What follows belongs to an exercise in optimizing a design on an open flow for small area, a short achievable clock period and few clock cycles; a production flow would make more cautious choices. Only simulation tests tie the RTL to the original design; equivalence was not proved. Power figures rest on the tool's default switching activity, not on a simulated workload.

--- design/flow/constraint.sdc ---
create_clock -name core_clock -period 10.0 [get_ports {clk_i}]
set_input_delay 2.0000 -clock core_clock [delete_from_list [all_inputs] [get_ports {clk_i}]]
set_output_delay 2.0000 -clock core_clock [all_outputs]
set_load 0.01 [all_outputs]
--- design/flow/design.v ---
package rv_defs;
  typedef enum logic [2:0] {
    MD_MUL    = 3'b000,
    MD_MULH   = 3'b001,
    MD_MULHSU = 3'b010,
    MD_MULHU  = 3'b011,
    MD_DIV    = 3'b100,
    MD_DIVU   = 3'b101,
    MD_REM    = 3'b110,
    MD_REMU   = 3'b111
  } md_fun_e;
  localparam int S_IDLE = 0;
  localparam int S_MUL  = 1;   
  localparam int S_MULC = 2;   
  localparam int S_DIV0 = 3;   
  localparam int S_DIV  = 4;   
  localparam int S_DONE = 5;
  localparam int NumStates = 6;
  function automatic logic fun_is_div(logic [2:0] f);
    fun_is_div = f[2];
  endfunction
  function automatic logic fun_div_signed(logic [2:0] f);
    fun_div_signed = !f[0];
  endfunction
endpackage
module rv_divider (
  input  logic [31:0] x_i,
  output logic [5:0]  lz_o
);
  logic [15:0] z1;  logic [15:0][0:0] c1;
  logic [7:0]  z2;  logic [7:0][1:0]  c2;
  logic [3:0]  z3;  logic [3:0][2:0]  c3;
  logic [1:0]  z4;  logic [1:0][3:0]  c4;
  logic        z5;  logic [4:0]       c5;
  always_comb begin
    for (int i = 0; i < 16; i++) begin
      z1[i] = ~x_i[2*i+1] & ~x_i[2*i];
      c1[i] = ~x_i[2*i+1];
    end
    for (int i = 0; i < 8; i++) begin
      z2[i] = z1[2*i+1] & z1[2*i];
      c2[i] = z1[2*i+1] ? {1'b1, c1[2*i]} : {1'b0, c1[2*i+1]};
    end
    for (int i = 0; i < 4; i++) begin
      z3[i] = z2[2*i+1] & z2[2*i];
      c3[i] = z2[2*i+1] ? {1'b1, c2[2*i]} : {1'b0, c2[2*i+1]};
    end
    for (int i = 0; i < 2; i++) begin
      z4[i] = z3[2*i+1] & z3[2*i];
      c4[i] = z3[2*i+1] ? {1'b1, c3[2*i]} : {1'b0, c3[2*i+1]};
    end
    z5 = z4[1] & z4[0];
    c5 = z4[1] ? {1'b1, c4[0]} : {1'b0, c4[1]};
    lz_o = z5 ? 6'd32 : {1'b0, c5};
  end
endmodule
module rv_muldiv #(
  parameter int g_width = 32
) (
  input  logic               clk_i,
  input  logic               rst_n_i,
  input  logic               x_stall_i,
  input  logic               x_kill_i,
  input  logic               d_valid_i,
  input  logic               d_is_muldiv_i,
  input  logic [2:0]         d_fun_i,
  input  logic [g_width-1:0] d_rs1_i,
  input  logic [g_width-1:0] d_rs2_i,
  output logic               x_stall_req_o,
  output logic [g_width-1:0] x_rd_o,
  output logic               x_done_o
);
  localparam int NS = rv_defs::NumStates;
  logic [NS-1:0] st_q, st_d;   
  logic [32:0]   a_q, a_d;     
  logic [31:0]   l_q, l_d;     
  logic [39:0]   h_q, h_d;     
  logic [11:0]   bsel_q, bsel_d;   
  logic [4:0]    cnt_q, cnt_d;
  logic [2:0]    osel_q, osel_d;   
  logic          neg_q, neg_d, corr_q, corr_d;
  logic          start;
  assign start = rst_n_i & d_valid_i & d_is_muldiv_i & ~x_kill_i & st_q[rv_defs::S_IDLE];
  logic        is_div, sa, sb, bz;
  logic [31:0] abs_a;
  logic [5:0]  lz_a, lz_b;
  logic [4:0]  lz_b_c;
  assign is_div = rv_defs::fun_is_div(d_fun_i);
  assign sa     = rv_defs::fun_div_signed(d_fun_i) & d_rs1_i[31];
  assign sb     = rv_defs::fun_div_signed(d_fun_i) & d_rs2_i[31];
  assign abs_a  = sa ? -d_rs1_i : d_rs1_i;
  assign bz     = (d_rs2_i == '0);
  rv_divider u_lz_a (.x_i(d_rs1_i ^ {32{sa}}), .lz_o(lz_a));
  rv_divider u_lz_b (.x_i(d_rs2_i ^ {32{sb}}), .lz_o(lz_b));
  assign lz_b_c = lz_b[5] ? 5'd31 : lz_b[4:0];
  function automatic logic [11:0] booth_dec(logic [8:0] x);
    logic [3:0] one, two, neg;
    for (int j = 0; j < 4; j++) begin
      one[j] = x[2*j] ^ x[2*j+1];
      two[j] = (x[2*j+2] & ~x[2*j+1] & ~x[2*j]) | (~x[2*j+2] & x[2*j+1] & x[2*j]);
      neg[j] = x[2*j+2];
    end
    booth_dec = {neg, two, one};
  endfunction
  localparam logic [11:0] BoothPlusOne = 12'b0000_0000_0001;
  logic [3:0]  b_one, b_two, b_neg;
  logic [33:0] pp [4];
  logic [39:0] h_in, msum;
  assign {b_neg, b_two, b_one} = bsel_q;
  always_comb begin
    for (int j = 0; j < 4; j++)
      pp[j] = (({34{b_one[j]}} & {a_q[32], a_q}) |
               ({34{b_two[j]}} & {a_q, 1'b0})) ^ {34{b_neg[j]}};
  end
  assign h_in = {{8{h_q[39]}}, h_q[39:8]};
  logic [39:0] r0, r1, r2, r3, r4, r5;
  logic [39:0] s1, c1, s2, c2, s3, c3, s4, c4;
  function automatic logic [79:0] csa(logic [39:0] x, logic [39:0] y, logic [39:0] z);
    csa = {((x & y) | (x & z) | (y & z)) << 1, x ^ y ^ z};
  endfunction
  assign r0 = h_in;
  assign r1 = {{6{pp[0][33]}}, pp[0]};
  assign r2 = {{4{pp[1][33]}}, pp[1], 2'b0};
  assign r3 = {{2{pp[2][33]}}, pp[2], 4'b0};
  assign r4 = {pp[3], 6'b0};
  assign r5 = {33'd0, b_neg[3], 1'b0, b_neg[2], 1'b0, b_neg[1], 1'b0, b_neg[0]};
  assign {c1, s1} = csa(r0, r1, r2);
  assign {c2, s2} = csa(r3, r4, r5);
  assign {c3, s3} = csa(s1, c1, s2);
  assign {c4, s4} = csa(s3, c3, c2);
  assign msum = s4 + c4;
  logic [6:0]  dd;
  logic [33:0] diff;
  logic        ge;
  assign dd   = {2'b00, cnt_q} + {6'd0, h_q[33]} - {1'b0, h_q[39:34]};
  assign diff = {2'b00, h_q[31:0]} - {1'b0, a_q};
  assign ge   = ~diff[33];
  logic [31:0] res, neg_in, neg_out;
  logic        neg_en;
  assign res     = ({32{osel_q[2]}} & h_q[39:8]) |
                   ({32{osel_q[1]}} & h_q[31:0]) |
                   ({32{osel_q[0]}} & l_q);
  assign neg_in  = st_q[rv_defs::S_DIV0] ? a_q[31:0] : res;
  assign neg_en  = st_q[rv_defs::S_DIV0] ? a_q[32]   : neg_q;
  assign neg_out = (neg_in ^ {32{neg_en}}) + {31'd0, neg_en};
  always_comb begin
    st_d    = st_q;
    a_d     = a_q;
    l_d     = l_q;
    h_d     = h_q;
    bsel_d  = bsel_q;
    cnt_d   = cnt_q;
    osel_d  = osel_q;
    neg_d   = neg_q;
    corr_d  = corr_q;
    case (1'b1)
      st_q[rv_defs::S_IDLE]: begin
        if (start) begin
          st_d = '0;
          if (is_div) begin
            a_d    = {sb, d_rs2_i};
            h_d    = {lz_a, sa, 1'b0, abs_a};
            l_d    = bz ? '1 : '0;
            cnt_d  = lz_b_c;
            osel_d = d_fun_i[1] ? 3'b010 : 3'b001;
            neg_d  = d_fun_i[1] ? sa : (sa ^ sb) & ~bz;
            st_d[bz ? rv_defs::S_DONE : rv_defs::S_DIV0] = 1'b1;
          end else begin
            a_d    = {(d_fun_i[0] ^ d_fun_i[1]) & d_rs1_i[31], d_rs1_i};
            h_d    = '0;
            l_d    = d_rs2_i;
            bsel_d = booth_dec({d_rs2_i[7:0], 1'b0});
            cnt_d  = 5'd3;
            osel_d = (d_fun_i[1:0] != 2'b00) ? 3'b100 : 3'b001;
            neg_d  = 1'b0;
            corr_d = d_fun_i[1] & d_rs2_i[31];
            st_d[rv_defs::S_MUL] = 1'b1;
          end
        end
      end
      st_q[rv_defs::S_MUL]: begin
        h_d    = msum;
        l_d    = {msum[7:0], l_q[31:8]};
        bsel_d = (cnt_q == 5'd0) ? BoothPlusOne : booth_dec(l_q[15:7]);
        cnt_d  = cnt_q - 5'd1;
        if (cnt_q == 5'd0) begin
          st_d = '0;
          st_d[corr_q ? rv_defs::S_MULC : rv_defs::S_DONE] = 1'b1;
        end
      end
      st_q[rv_defs::S_MULC]: begin
        h_d    = msum;
        osel_d = 3'b010;
        st_d   = '0;
        st_d[rv_defs::S_DONE] = 1'b1;
      end
      st_q[rv_defs::S_DIV0]: begin
        a_d   = {1'b0, neg_out} << dd[4:0];
        cnt_d = dd[4:0];
        st_d  = '0;
        st_d[dd[6] ? rv_defs::S_DONE : rv_defs::S_DIV] = 1'b1;
      end
      st_q[rv_defs::S_DIV]: begin
        a_d   = {1'b0, a_q[32:1]};
        h_d   = {8'd0, ge ? diff[31:0] : h_q[31:0]};
        l_d   = {l_q[30:0], ge};
        cnt_d = cnt_q - 5'd1;
        if (cnt_q == 5'd0) begin
          st_d = '0;
          st_d[rv_defs::S_DONE] = 1'b1;
        end
      end
      st_q[rv_defs::S_DONE]: begin
        if (!x_stall_i) begin
          st_d = '0;
          st_d[rv_defs::S_IDLE] = 1'b1;
        end
      end
      default: begin
        st_d = '0;
        st_d[rv_defs::S_IDLE] = 1'b1;
      end
    endcase
    if (x_kill_i) begin
      st_d = '0;
      st_d[rv_defs::S_IDLE] = 1'b1;
    end
  end
  assign x_stall_req_o = ~x_kill_i & (start | ~(st_q[rv_defs::S_IDLE] | st_q[rv_defs::S_DONE]));
  assign x_done_o      = ~x_kill_i & st_q[rv_defs::S_DONE];
  always_ff @(posedge clk_i or negedge rst_n_i) begin
    if (!rst_n_i) st_q <= NS'(1) << rv_defs::S_IDLE;
    else          st_q <= st_d;
  end
  always_ff @(posedge clk_i) begin
    a_q    <= a_d;
    l_q    <= l_d;
    h_q    <= h_d;
    bsel_q <= bsel_d;
    cnt_q  <= cnt_d;
    osel_q <= osel_d;
    neg_q  <= neg_d;
    corr_q <= corr_d;
  end
  assign x_rd_o = neg_out;
endmodule
--- design/flow/run.sh ---
#!/bin/bash
# synth_recipe.tcl (not shown) runs the flow's synth.tcl, then flattens the netlist and writes it again
# the make line also repeats each setting of config.mk as NAME=value (left out here)
make -C /OpenROAD-flow-scripts/flow DESIGN_CONFIG=/design/flow/config.mk WORK_HOME=/design/flow/orfs CLKGATE_MAP_FILE= SYNTH_SCRIPT=/design/flow/synth_recipe.tcl finish
--- design/flow/config.mk ---
export PLATFORM = sky130hd
export DESIGN_NAME = rv_muldiv
export DESIGN_NICKNAME = rv_muldiv
export VERILOG_FILES = /design/flow/design.v
export SDC_FILE = /design/flow/constraint.sdc
export NUM_CORES = 4
export LEC_CHECK = 0
export ABC_AREA = 1
export CAP_MARGIN = 20
export CORE_MARGIN = 2
export CORE_UTILIZATION = 55
export SETUP_SLACK_MARGIN = 4.2
export SLEW_MARGIN = 20
==> impl_metrics.tcl <==
set metrics [dict create \
    status "timing/DRC/antenna clean" \
    whs_ns 0.555 \
    max_freq_ghz 0.175 \
    dr.pass1.iters 10 \
    synth_warnings 3 \
    drive_above_1_share 0.0710 \
    synth_area_leaders "edfxtp_1 (16%), nand2_1 (13%), fa_1 (9.1%)" \
    cts_tree "yes" \
    synth-async-reset-ratio 0.0451 \
    cts-root-buf "clkbuf_16" \
    crit_start "a_q[14]$_DFFE_PP_" \
    wirelength_mm 107 \
    p_leak_nw 12.1 \
    r2r_start "a_q[14]$_DFFE_PP_" \
    yosys.area.top_type "edfxtp_1" \
    synth_common_cells "nand2_1 (813), inv_1 (489), nand3_1 (382)" \
    p_seq_frac 0.175 \
    pin_count 107 \
    fin_cells 4150 \
    dpl.cell_count 4071 \
    clk_latency_ns 0.46 \
    cts_max_path_buffers 2 \
    syn_to_final_growth_pct 11.0 \
    maxCapViolations 0 \
    remaining_drc_errors 0 \
    r2r_end "h_q[31]$_DFFE_PP_" \
    nFillCells 3908 \
    postRouteAntennaNets 0 \
    grt_pass1_vias 25600 \
    yosysMostFrequentCell "nand2_1" \
    r2r_cells 20 \
    critPathCaptureType "flop" \
    die_x_microns 210 \
    hold_path_depth 2 \
    place.gp.congestion 1.09 \
    synthFlopType "edfxtp_1" \
    pwr-share-comb 0.645 \
    nets 3903 \
    period_share 0.572 \
    worst-setup-path-type "flop to flop" \
    crit_path_end "h_q[31]$_DFFE_PP_" \
    die_h_microns 210 \
    sw_frac_of_total 0.523 \
    dieArea_sq_um 44100 \
    hold_start "st_q[5]$_DFFE_PN0P_" \
    p_clk_frac 0.180 \
    syn-num-nets 3858 \
    syn-instance-count 3550 \
    drt_iter0_markers 4563 \
    cp_max_fo 11 \
    netSwitchingPower_w 0.00206 \
    grt_max_degree 53 \
    num_rows 75 \
    post_drt_wl_per_cell_microns 25.8 \
    path_clk_slew_ns 0.07 \
    synth.avg_cell_area_sq_um 6.57 \
    numPortBuffers 106 \
    rsz0062_at_grt "false" \
    power_density_nw_per_um2 152 \
    vdd_drop_max_mv 0.126 \
    via_count 27800 \
    relSlewSlack 0.279 \
    worstPathRequired_ns 10.18 \
    h-tree-depth 4 \
    cts.sink_count 133 \
    start_util 0.556 \
    synth_edf_count 127 \
    tns_ns 0 \
    ys_types 61 \
    netlist_area_sq_um 23300 \
    grt_antenna_before_repair 8 \
    grt_pass1_wl_mm 156 \
    yosysSeqAreaShare 0.170 \
    crit_arrival_ns 5.90 \
    regToRegSetupSlack_ns 4.28 \
    setup_viol 0 \
    coreArea_sq_um 41900 \
    final_area_sq_um 25900 \
    slew_violations 0 \
    detailed_place_hpwl_mm 81.8 \
    postPlaceCellArea_sq_um 24700 \
    synth.top_cell.area_share 0.163 \
    start_kind "flop" \
    p_int_w 0.00188 \
    viasPerCell 6.69 \
    report.final.hold_viol_count 0 \
    finalPower_w 0.00394 \
    overflow 0 \
    final.setup_skew_ns 0.0134 \
    fin_crit_ns 5.72 \
    cts_hold_buf 0 \
    hold_class "flop to flop" \
    tightest_slew_ns 1.08 \
    cts_made_buffers 17 \
    synth_seq_cells 133 \
    grt_usage 0.473 \
]
[critical path, stage by stage, from the launching register on]
cell        delay [ns]
edfxtp_1          0.43
clkinvlp_4        0.46
o22ai_1           0.36
xor2_1            0.12
fa_1              0.52
inv_1             0.08
fa_1              0.53
fa_1              0.58
inv_1             0.07
ha_1              0.35
a21oi_1           0.17
inv_1             0.06
a31oi_1           0.21
o221ai_1          0.18
a21oi_1           0.30
o21ai_0           0.25
nand2_1           0.11
nand2_1           0.07
or2_2             0.27
nand3_1           0.18
o211ai_1          0.12
[through the flow]
| stage | setup slack, ns | utilization |
|---|---|---|
| 4_1_cts | 4.20 | 0.607 |
| 2_1_floorplan | 4.85 | - |
| 3_5_place_dp | 3.82 | 0.588 |
| 6_report | 4.28 | 0.617 |
| 3_3_place_gp | 3.90 | 0.588 |
| 5_1_grt | 4.20 | 0.617 |
[power by group through the flow]
stage               registers (W)  logic [W]  clock network [W]
global route             0.000687    0.00273           0.000711
global placement         0.000695    0.00235                  0
floorplan                0.000669    0.00162                  0
CTS                      0.000684    0.00241           0.000694
detailed placement       0.000695    0.00238                  0
finish                   0.000690    0.00254           0.000708
[cells by family after synthesis]
logic type | share of synthesized area
adder cells (fa/ha/maj) | 0.160
buffers and inverters | 0.115
XOR/XNOR | 0.0735
flip-flops | 0.170
AND/OR/NAND/NOR | 0.306
AO/OA/AOI/OAI | 0.176
[flip-flops by register name, summed over array words and instances, names as in the netlist]
name and cells:
h_q 40, l_q 32, corr_q 1, osel_q 3, cnt_q 5, neg_q 1, st_q 6, a_q 33
bsel_q 12
[area by class of cell]
type / count / area [sq um] / area share
flip-flops and latches: 133 / 3970 / 0.153
clock inverters: 12 / 168 / 0.00647
repair inverters: 2 / 15.0 / 0.000580
multi-input cells: 2740 / 16800 / 0.650
diodes: 3 / 7.51 / 0.000290
inverters: 525 / 2010 / 0.0777
clock buffers: 20 / 467 / 0.0180
well taps: 539 / 674 / 0.0260
repair buffers: 176 / 1750 / 0.0675
[layout by cell type, fill, tap and decap left out, drive strengths merged, types with 15 or more instances in the layout]
cell type        n
fa             106
a31oi           17
nand3          408
a22oi           23
clkbuf          22
buf             66
o21ai          171
a21oi          184
or2             15
nand4           30
xor2           178
clkdlybuf4s50  105
nor2           279
o211ai          40
nand2          839
edfxtp         127
xnor2           18
o22ai          168
inv            512
ha             129
nor3            26
[routing by layer]
| metal | wire length [microns] | global-route usage | up-vias |
|---|---|---|---|
| met2 | 42400 | 0.668 | 2361 |
| met3 | 17100 | 0.195 | 600 |
| met4 | 9030 | 0.315 | 10 |
| met5 | 231 | 0.0345 | - |
| met1 | 38400 | 0.588 | 12800 |
| li1 | - | - | 12000 |
[repair_timing]
action	CTS	global route
pin swaps	1	2
setup endpoints to repair	38	40
resized for setup	12	38
buffers inserted	5	28
cloned	7	3
[how the worst min path moves through the flow]
| stage | end | slack (ns) |
|---|---|---|
| finish | st_q[5]$_DFFE_PN0P_ | 0.56 |
| global route | st_q[5]$_DFFE_PN0P_ | 0.58 |
| CTS | st_q[5]$_DFFE_PN0P_ | 0.55 |
| detailed placement | st_q[5]$_DFFE_PN0P_ | 0.54 |
| global placement | st_q[2]$_DFFE_PN0P_ | 0.50 |
| floorplan | st_q[2]$_DFFE_PN0P_ | 0.48 |
Testbench counts, summed over its fixed seeds: cycles 21,290.

-- re-timing with driven ports --
The results above use ideal ports. As a check the final layout listed here was re-extracted and re-timed, cells and wires unchanged.
Step 1 (the two cells are an assumption about what drives the block):
set clk [get_ports {clk_i}]
set_driving_cell -lib_cell sky130_fd_sc_hd__clkbuf_16 $clk
set_driving_cell -lib_cell sky130_fd_sc_hd__buf_2 [delete_from_list [all_inputs] $clk]
Step 2 moves the port delays by t, midway between the first and last clock arrival at a register: inputs arrive t later, outputs are due t later. That takes back most of the time a late clock gives input paths.
Slacks: ideal / step 1 / step 2; pairs: ideal / step 1.
shift t [ns]: 0.507
slack for setup (ns): 4.280 / 4.280 / 3.963
slew at the worst register clock pin (ns): 0.07 / 0.07
After both steps setup and hold are still met in this run. The setup slack of this run moves by 0.000 ns with the drivers and by -0.317 ns with both steps.
